Background: an optimization exercise with open tools, aiming at small area. Do not read the settings as production practice. Function was checked by simulation only, so behaviour that the tests miss may differ from the original. Power and IR drop assume default switching activity.

Design sorted_ready_queue, start of the top module:
module sorted_ready_queue #(
  parameter int QUEUE_DEPTH = srq_pkg::QUEUE_DEPTH_DEF,
  parameter int TIME_BITS   = srq_pkg::TIME_BITS_DEF
) (
  input  wire logic clk,
  input  wire logic rst_n,
  input  wire logic start,
  output logic      busy,
  input  wire logic [41:0] in_data,
  output logic      out_strobe,
  output logic [46:0] out_data
);
For scale: roughly 4300 cells after synthesis, about 650 flip-flops, ~94 I/O pins, roughly 36000 um2 of cells after synthesis.
export LEC_CHECK = 0
export CAP_MARGIN = 20
export CORE_MARGIN = 2
export CORE_UTILIZATION = 45
export GPL_TIMING_DRIVEN = 0
export SLEW_MARGIN = 20
create_clock -name core_clock -period 5.5 [get_ports {clk}]
standard.sh (not shown) runs the stock make flow with config.mk's settings and CLKGATE_MAP_FILE= SYNTH_SCRIPT=/design/flow/synth_recipe.tcl, a recipe that flattens the netlist after the stock synthesis.
==> flow/flow/run.sh <==
#!/bin/bash
# Standard ORFS flow (standard synthesis unchanged) with smaller port
# buffers and a lighter clock tree. Each tool's output goes to its own log.
set -euo pipefail
bash standard.sh \
  "BUFFER_PORTS_ARGS=-buffer_cell sky130_fd_sc_hd__buf_1" \
  "CTS_ARGS=-sink_clustering_enable -repair_clock_nets -buf_list sky130_fd_sc_hd__clkbuf_8 -sink_clustering_size 20 -sink_clustering_max_diameter 60 -dont_use_dummy_load" \
  finish > standard.log 2>&1
The starting point reached the layout checks and failed them: setup timing.
Edit:
==> flow/flow/run.sh (replaced) <==
#!/bin/bash
# ORFS flow with the standard synthesis script, except that ABC maps
# with abc_map.script (one restructuring round instead of five), plus
# smaller port buffers and a lighter clock tree. make's output goes to
# standard.log; ORFS keeps each step's log in orfs/logs.
set -euo pipefail
here=$(pwd)
bash standard.sh \
  "SYNTH_SCRIPT=$here/flow/my_synth.tcl" \
  "BUFFER_PORTS_ARGS=-buffer_cell sky130_fd_sc_hd__buf_1" \
  "CTS_ARGS=-sink_clustering_enable -repair_clock_nets -buf_list sky130_fd_sc_hd__clkbuf_8 -sink_clustering_size 16 -sink_clustering_max_diameter 50 -dont_use_dummy_load" \
  finish > standard.log 2>&1
==> flow/flow/abc_map.script (new file) <==
&get -n
&st
&dch
&nf
&st
&syn2
&if -g -K 6
&synch2
&nf
&put
buffer -c
topo
stime -c
upsize -c
dnsize -c
==> flow/flow/my_synth.tcl (new file) <==
# The standard synthesis script (synth_recipe.tcl), with ABC's mapping
# script swapped for abc_map.script beside this file. Everything else,
# flip-flop mapping included, is the standard synthesis.
set my_abc_script [file join [file dirname [file normalize [info script]]] abc_map.script]
proc synth {args} { yosys synth -nofsm -noshare {*}$args }
proc abc {args} {
  set i [lsearch -exact $args -script]
  if { $i >= 0 } { lset args [expr { $i + 1 }] $::my_abc_script }
  yosys abc {*}$args
}
source $::env(SCRIPTS_DIR)/synth.tcl
# left out here: clear keep_hierarchy, flatten, clean up, hide names made inside functions, write 1_2_yosys.v
Settings changed: CAP_MARGIN 20 to 10, CORE_UTILIZATION 45 to 50, GPL_TIMING_DRIVEN 0 to unset, SETUP_SLACK_MARGIN set to 0.15, SLEW_MARGIN 20 to 10.
After rerunning: With this change the flow went through all stages and came out clean; die area falls by 15%; clock-buffer cell count increases by 13; power is lower by about 1.4%; area after synthesis decreases by about 6%; wire length goes down by about 15%; via count goes down by 6.2%; setup slack is better by 0.55 ns; final area climbs by about 0.36%; register-to-register slack improved by 0.71 ns; final cell count went down by about 10%.
Edit:
==> flow/flow/run.sh (replaced) <==
#!/bin/bash
# Standard ORFS flow (standard synthesis unchanged) with smaller port
# buffers and a lighter clock tree.
# make's output goes to standard.log; ORFS keeps each step's log in orfs/logs.
set -euo pipefail
bash standard.sh \
  "BUFFER_PORTS_ARGS=-buffer_cell sky130_fd_sc_hd__buf_1" \
  "CTS_ARGS=-sink_clustering_enable -repair_clock_nets -buf_list sky130_fd_sc_hd__clkbuf_8 -sink_clustering_size 16 -sink_clustering_max_diameter 50 -dont_use_dummy_load" \
  finish > standard.log 2>&1
Settings changed: CAP_MARGIN 10 to 20, SETUP_SLACK_MARGIN 0.15 to unset, SLEW_MARGIN 10 to 20.
removed: flow/flow/abc_map.script
removed: flow/flow/my_synth.tcl
Effect: The new run went through all stages and came out clean; synthesized cell count rose by 7.8%; setup slack got worse by 0.013 ns; maximum frequency barely changes; core utilization fell by 2.0 points; final area rose by 2.8%.

-- static timing again, ports no longer ideal --
In the flow no input, the clock included, has a driving cell. The finished layouts below were timed again as built, in two steps.
Step 1, drivers: a clkbuf_16 drives clk and a buf_2 each remaining input, both assumed.
Step 2 also shifts input and output timing later by t, the mid clock arrival at the registers, as if the neighbouring blocks saw the same clock.
Slacks: ideal ports / drivers / drivers and shift; pairs: ideal ports / drivers.
| run | t (ns) | setup slack, ns | clock arrival spread, ns |
|---|---|---|---|
| the first run | 0.760 | -0.338 / -0.286 / -1.046 | 0.095 / 0.095 |
| the second run | 0.783 | 0.208 / 0.242 / -0.541 | 0.108 / 0.108 |
| the third run | 0.748 | 0.196 / 0.248 / -0.501 | 0.131 / 0.131 |
Met with ideal ports but missed after step 2: setup timing in the second run and the third run. The setup slack of the second run, which loses most, moves by +0.034 ns with the drivers and by -0.749 ns with both steps.
